Source: an optimization exercise on an open RTL-to-GDS flow (aim: small area, a short achievable clock period and few clock cycles per item). Production flows keep margins and buffers that such runs may drop.
The RTL was checked by simulation tests, not by an equivalence proof against the original design.
Power figures rest on the tool's default switching activity, not on a simulated workload.

## run 1
==> flow/design.v (excerpt) <==
module weighted_random_neighbor_pick (
  input  wire logic                              clk,
  input  wire logic                              rst,
  input  wire logic                              in_valid,
  output logic                                   in_ready,
  input  wire logic                              mode,
  input  wire logic [4:0]                        entry_index,
  input  wire logic                              entry_nonempty,
  input  wire logic [15:0]                       entry_distance,
  input  wire logic [15:0]                       entry_active,
  input  wire logic                              entry_target_valid,
  input  wire logic [wrnp_pkg::SITE_W-1:0]       start_site,
  input  wire logic                              at_node,
  input  wire logic                              uniform_weights,
  input  wire logic [wrnp_pkg::RV_W-1:0]         random_value,
  output logic                                   out_valid,
  input  wire logic                              out_ready,
  output logic      [wrnp_pkg::SITE_W-1:0]       next_site,
  output logic                                   moved,
  input  wire logic                              cfg_we,
  input  wire logic [wrnp_pkg::CFG_W-1:0]        cfg_wdata
);
==> flow/config.mk <==
export PLATFORM = sky130hd
export DESIGN_NAME = weighted_random_neighbor_pick
export DESIGN_NICKNAME = weighted_random_neighbor_pick
export VERILOG_FILES = /design/flow/design.v
export SDC_FILE = /design/flow/constraint.sdc
export NUM_CORES = 4
export LEC_CHECK = 0
export ABC_AREA = 1
export CAP_MARGIN = 20
export CORE_MARGIN = 2
export CORE_UTILIZATION = 55
export CTS_BUF_LIST = sky130_fd_sc_hd__clkbuf_4
export SETUP_SLACK_MARGIN = 5
export SLEW_MARGIN = 20
==> flow/constraint.sdc <==
create_clock -name core_clock -period 11.0 [get_ports {clk}]
set_input_delay 2.2000 -clock core_clock [delete_from_list [all_inputs] [get_ports {clk}]]
set_output_delay 2.2000 -clock core_clock [all_outputs]
set_load 0.01 [all_outputs]
run.sh (not shown) runs the stock make flow with config.mk's settings and CLKGATE_MAP_FILE= SYNTH_SCRIPT=/design/flow/synth_recipe.tcl, a recipe that flattens the netlist after the stock synthesis.
Testbench counts of run 1, summed over its fixed seeds: cycles 36,576, items 8,000.
> inputs changed (run 1 -> run 2)
--- a/flow/design.v
+++ b/flow/design.v
@@ -138,20 +138,16 @@
   logic [38:0] s0_d;
   logic [3:0]  st;            
   logic        room;
   logic        adv;
   logic        load;
   logic        cfg_busy;
   logic [2:0]  ck;
-  logic [15:0] maxd;          
-  logic [15:0] b_app;         
-  logic        cfg_pend;      
-  logic [19:0] wq;            
-  logic        p_fast;        
-  assign adv      = (st == 4'd0) || ((st[S_F] || p_fast) && room);
+  logic [15:0] maxd;
+  assign adv      = (st == 4'd0) || (st[S_F] && room);
   assign in_ready = !cfg_busy && !cfg_pend && (!s0_valid || adv);
   assign load     = adv && s0_valid;
   always_ff @(posedge clk) begin
     if (rst)
       s0_valid <= 1'b0;
     else if (in_ready)
       s0_valid <= in_valid;
@@ -222,14 +218,16 @@
     .ne           (t_ne),
     .e            (t_e),
     .e8           (t_e8),
     .tv16         (t_tv16),
     .pos          (t_pos),
     .le1          (t_le1)
   );
+  logic [15:0] b_app;
+  logic        cfg_pend;
   always_ff @(posedge clk) begin
     if (rst) begin
       cfg_busy <= 1'b0;
       cfg_pend <= 1'b0;
       ck       <= 3'd0;
       maxd     <= wrnp_pkg::MAXD_RESET;
       b_app    <= wrnp_pkg::MAXD_RESET;
@@ -400,14 +398,15 @@
   logic [4:0]  nsh;           
   logic [3:0]  cnt;
   logic [7:0]  res_site;
   logic        res_moved;
   logic [2:0]    jn, jn2;
   logic          rm_last;     
   logic          rm_two;      
+  logic [19:0]   wq;          
   logic [2:0]    wj_n;        
   logic [EW-1:0] wj;
   logic [3:0]    wsite;
   logic          wj_none;     
   always_comb begin
     logic [4:0] rest;
     jn = 3'd4;
@@ -419,15 +418,15 @@
       if (rest[i]) jn2 = 3'(i);
     rm_last = (rest == 5'd0);
     rm_two  = !rm_last && ((rest & (rest - 5'd1)) == 5'd0);
   end
   always_comb begin
     wj_n = 3'd4;
     wj_none = 1'b0;
-    if (st == 4'd0 || st[S_F] || p_fast) begin
+    if (st == 4'd0 || st[S_F]) begin
       wsite = s0_site;
       wj_none = ((nz5 & listed5) == 5'd0);
       for (int i = 3; i >= 0; i--)
         if (nz5[i] && listed5[i]) wj_n = 3'(i);
     end else if (st[S_D]) begin
       wsite = j_site;
       for (int i = 3; i >= 0; i--)
@@ -486,28 +485,17 @@
     .c1      (a_y),
     .neg1    (a_neg),
     .rem_out (div_rem)
   );
   logic       push;
   logic [7:0] push_site;
   logic       push_moved;
-  assign p_fast     = st[S_P] && (rm_last || rm_two);
-  assign push       = (st[S_F] || p_fast) && room;
-  always_comb begin
-    if (st[S_P]) begin
-      push_site  = {3'b000, slot_side(j_site, (rm_last || a_neg) ? jn : jn2)};
-      push_moved = 1'b1;
-    end else if (j_small) begin
-      push_site  = {3'b000, small_side(j_site, rr[14:9], rr[6:0], rr[8:7])};
-      push_moved = 1'b1;
-    end else begin
-      push_site  = res_site;
-      push_moved = res_moved;
-    end
-  end
+  assign push       = st[S_F] && room;
+  assign push_site  = j_small ? {3'b000, small_side(j_site, rr[14:9], rr[6:0], rr[8:7])} : res_site;
+  assign push_moved = j_small ? 1'b1 : res_moved;
   logic go_div;
   assign go_div = s0_mode && !s0_sinv && is_trio && !is_small;
   always_ff @(posedge clk) begin
     if (rst) begin
       st <= 4'd0;
     end else if (adv) begin
       if (!s0_valid)
Notes after the runs:
~same hold slack in run 1 and run 2
Compare run 1 and run 2 | area share of xor/xnor cells in the synthesized design higher: run 1
Any difference in full die area between run 2 and run 1 is small enough to ignore.
The global-route usage in run 2 was higher than what run 1 gave.
| number of buffer and inverter stages on the critical path | lower: run 1 |
Taking run 1 as the reference, in run 2 share of the clock period used by the worst path after layout -0.83 points; total standard cell area after synthesis about even; final total power moved up; maximum number of pins on one net before global-route repair has increased.
The sequential share of layout area was comparable across run 1 and run 2.
Proportion of final cell area spent on non-clock buffers (lower): run 2
Going from run 1 to run 2, number of antenna violations at the first check in global routing shrinks by 1.
Testbench counts of run 2, summed over its fixed seeds: cycles 38,213, items 8,000.

* * *

Setup of job 8364:
weighted_random_neighbor_pick, a different RTL version from the one above (not shown whole).
For scale: ~3,800 cells after synthesis, ~350 flip-flops, about 110 I/O pins, roughly 27,000 um^2 of cells after synthesis.
Settings: LEC_CHECK=0, ABC_AREA=1, CAP_MARGIN=10, CORE_MARGIN=2, CORE_UTILIZATION=55, CTS_BUF_LIST=sky130_fd_sc_hd__clkbuf_4, PLACE_DENSITY=0.7, SETUP_SLACK_MARGIN=5, SLEW_MARGIN=10; clock period 11.0 ns.
standard.sh (not shown) runs the stock make flow with config.mk's settings and CLKGATE_MAP_FILE= SYNTH_SCRIPT=/design/flow/synth_recipe.tcl, a recipe that flattens the netlist after the stock synthesis.
==> flow/flow/run.sh <==
#!/bin/bash
# Layout flow: the standard ORFS flow (standard.sh: same synthesis,
# floorplan, power grid, placement, clock tree and routing, same settings),
# except that the port buffers are the small sky130_fd_sc_hd__buf_2 instead
# of the cell buffer_ports picks by itself. ORFS's own logs stay under
# orfs/logs; the make output goes to logs_own/orfs.log.
set -euo pipefail
mkdir -p logs_own
sed -e 's|"\${@:-finish}"|BUFFER_PORTS_ARGS="-buffer_cell sky130_fd_sc_hd__buf_2" "${@:-finish}"|' \
  standard.sh > logs_own/own_standard.sh
grep -q 'BUFFER_PORTS_ARGS' logs_own/own_standard.sh
bash logs_own/own_standard.sh > logs_own/orfs.log 2>&1
Testbench counts of job 8364, summed over its fixed seeds: cycles 36,576, items 8,000.
Relative to job 8364, the following input files were edited for job 8674:
-- flow/design.v --
<<< job 8364, line 144
  logic [2:0]  ck;
  logic [15:0] maxd;          
  logic [15:0] b_app;         
  logic        cfg_pend;      
  logic [19:0] wq;            
>>> job 8674, line 144
  logic [2:0]  ck;
  logic [15:0] maxd;          
  logic        cph;           
  logic        cfg_pend;      
  logic [19:0] wq;            
<<< job 8364, line 195
    if (cfg_busy) begin
      x = wq[EW-1:0];
      y = {2'b00, maxd};
      z = ~{2'b00, b_app};
    end else if (s0_mode) begin
      x = t_tv16 ? {2'b00, maxd} : '0;
>>> job 8674, line 195
    if (cfg_busy) begin
      x = wq[EW-1:0];
      y = cph ? {2'b00, maxd} : '0;
      z = cph ? '1 : ~{2'b00, maxd};
    end else if (s0_mode) begin
      x = t_tv16 ? {2'b00, maxd} : '0;
<<< job 8364, line 231
      cfg_busy <= 1'b0;
      cfg_pend <= 1'b0;
      ck       <= 3'd0;
      maxd     <= wrnp_pkg::MAXD_RESET;
      b_app    <= wrnp_pkg::MAXD_RESET;
    end else begin
      if (cfg_we)
>>> job 8674, line 231
      cfg_busy <= 1'b0;
      cfg_pend <= 1'b0;
      cph      <= 1'b0;
      ck       <= 3'd0;
      maxd     <= wrnp_pkg::MAXD_RESET;
    end else begin
      if (cfg_we)
<<< job 8364, line 240
        ck <= ck + 3'd1;
        if (ck == 3'd7) begin
          cfg_busy <= 1'b0;
          b_app    <= maxd;
        end
      end else if (cfg_pend) begin
        cfg_busy <= 1'b1;
        ck       <= 3'd0;
        maxd     <= s0_d[15:0];
        if (!cfg_we)
          cfg_pend <= 1'b0;
      end
    end
>>> job 8674, line 240
        ck <= ck + 3'd1;
        if (ck == 3'd7) begin
          if (!cph) begin
            cph  <= 1'b1;
            maxd <= s0_d[15:0];
            if (!cfg_we)
              cfg_pend <= 1'b0;
          end else begin
            cfg_busy <= 1'b0;
          end
        end
      end else if (cfg_pend) begin
        cfg_busy <= 1'b1;
        cph      <= 1'b0;
        ck       <= 3'd0;
      end
    end
==> run notes <==
- From job 8364 to job 8674 the numbers moved as follows: cell area power density now smaller, post-layout instance area roughly the same.
- Run comparison: job 8674 destination of the critical timing path wq[16]$_DFF_P_; job 8364 destination of the critical timing path wq[19]$_SDFF_PP0_
- Relative to job 8364, the wire length of the first global-routing pass of job 8674 is higher by 8.2 mm.
- [compare] base=job 8364 new=job 8674: number of buffers added for setup after CTS climbed 9, initial antenna violation count climbed 2, relative contribution of sequential cells to total power dropped 0.5 points, utilization after layout climbed 1.6 points.
- The via count of job 8674 exceeds that of job 8364 by about 2.6%.
- Cell count shrinks slightly when moving from job 8364 to job 8674.
Testbench counts of job 8674, summed over its fixed seeds: cycles 36,832, items 8,000.

* * *

== the previous run ==
weighted_random_neighbor_pick with an RTL version that a note above also has.
Size in the first run: roughly 370 flip-flops.
Settings: LEC_CHECK=0, ABC_AREA=1, CAP_MARGIN=10, CORE_MARGIN=2, CORE_UTILIZATION=55, CTS_BUF_LIST=sky130_fd_sc_hd__clkbuf_4, PLACE_DENSITY=0.7, SETUP_SLACK_MARGIN=5, SLEW_MARGIN=10; clock period 11.0 ns.
run.sh (not shown) runs the stock make flow with config.mk's settings and CLKGATE_MAP_FILE= SYNTH_SCRIPT=/design/flow/synth_recipe.tcl, a recipe that flattens the netlist after the stock synthesis.
Stock flow here: none of the scripts above is used.
Testbench counts of the previous run, summed over its fixed seeds: cycles 36,576, items 8,000.
Relative to the previous run, the following input files were edited for the current run:
diff --git a/flow/design.v b/flow/design.v
--- a/flow/design.v
+++ b/flow/design.v
@@ -143,14 +143,13 @@
   logic        cfg_busy;
   logic [2:0]  ck;
   logic [15:0] maxd;          
   logic [15:0] b_app;         
   logic        cfg_pend;      
   logic [19:0] wq;            
-  logic        p_fast;        
-  assign adv      = (st == 4'd0) || ((st[S_F] || p_fast) && room);
+  assign adv      = (st == 4'd0) || (st[S_F] && room);
   assign in_ready = !cfg_busy && !cfg_pend && (!s0_valid || adv);
   assign load     = adv && s0_valid;
   always_ff @(posedge clk) begin
     if (rst)
       s0_valid <= 1'b0;
     else if (in_ready)
@@ -420,13 +419,13 @@
     rm_last = (rest == 5'd0);
     rm_two  = !rm_last && ((rest & (rest - 5'd1)) == 5'd0);
   end
   always_comb begin
     wj_n = 3'd4;
     wj_none = 1'b0;
-    if (st == 4'd0 || st[S_F] || p_fast) begin
+    if (st == 4'd0 || st[S_F]) begin
       wsite = s0_site;
       wj_none = ((nz5 & listed5) == 5'd0);
       for (int i = 3; i >= 0; i--)
         if (nz5[i] && listed5[i]) wj_n = 3'(i);
     end else if (st[S_D]) begin
       wsite = j_site;
@@ -487,26 +486,15 @@
     .neg1    (a_neg),
     .rem_out (div_rem)
   );
   logic       push;
   logic [7:0] push_site;
   logic       push_moved;
-  assign p_fast     = st[S_P] && (rm_last || rm_two);
-  assign push       = (st[S_F] || p_fast) && room;
-  always_comb begin
-    if (st[S_P]) begin
-      push_site  = {3'b000, slot_side(j_site, (rm_last || a_neg) ? jn : jn2)};
-      push_moved = 1'b1;
-    end else if (j_small) begin
-      push_site  = {3'b000, small_side(j_site, rr[14:9], rr[6:0], rr[8:7])};
-      push_moved = 1'b1;
-    end else begin
-      push_site  = res_site;
-      push_moved = res_moved;
-    end
-  end
+  assign push       = st[S_F] && room;
+  assign push_site  = j_small ? {3'b000, small_side(j_site, rr[14:9], rr[6:0], rr[8:7])} : res_site;
+  assign push_moved = j_small ? 1'b1 : res_moved;
   logic go_div;
   assign go_div = s0_mode && !s0_sinv && is_trio && !is_small;
   always_ff @(posedge clk) begin
     if (rst) begin
       st <= 4'd0;
     end else if (adv) begin
### Flow results
Looking at the reports, the current run completed the entire flow and the layout it produced met the timing, DRC and antenna checks.
Between the previous run and the current run, the hold slack does not differ in any meaningful way.
Comparing post-detailed-routing wire length for the current run and the previous run, the smaller number came from the current run.
Higher critical path depth goes to the current run over the previous run.
Comparing total standard cell area after synthesis for the current run and the previous run, the smaller number came from the previous run.
Net count after synthesis for the current run is higher than for the previous run.
Of the two values seen for capture point of the worst path, wq[8] was produced by the previous run and wq[16] by the current run.
The current run vs the previous run, inverter count went up by about 1.4%.
The current run against the previous run: total of flip-flops plus latches after synthesis did not really move; non-clock buffer count went down.
Testbench counts of the current run, summed over its fixed seeds: cycles 38,213, items 8,000.

==> port drivers added, routing unchanged <==
The results above use ideal ports. As a check the final layouts listed here were re-extracted and re-timed, cells and wires unchanged.
Step 1 sets driving cells, clkbuf_16 on the clock port and buf_2 on the other inputs (assumed; they add their load-dependent delay and slew).
Step 2, shift: input delay + t, output delay - t, t = (earliest + latest rising clock arrival at the registers) / 2. This alone moves slack from input paths to output paths.
Three values: ideal ports, drivers, drivers and shift; two values: the first two.
| run | t (ns) | slack for setup (ns) | slew at the worst register clock pin (ns) | worst slew at a driven data input, ns | cell pins on the clock port's net |
|---|---|---|---|---|---|
| run 1 | 0.921 | 5.122 / 5.122 / 5.122 | 0.08 / 0.08 | 0.05 | 1 |
| run 2 | 0.946 | 5.214 / 5.206 / 5.214 | 0.08 / 0.08 | 0.04 | 1 |
| job 8364 | 0.885 | 5.233 / 5.233 / 5.233 | 0.08 / 0.08 | 0.04 | 1 |
| job 8674 | 0.891 | 5.144 / 5.144 / 5.144 | 0.08 / 0.08 | 0.04 | 1 |
| the previous run | 0.950 | 5.141 / 5.141 / 5.141 | 0.09 / 0.09 | 0.05 | 1 |
| the current run | 0.932 | 5.251 / 5.234 / 5.251 | 0.08 / 0.08 | 0.05 | 1 |
After both steps setup and hold are still met in every run listed.
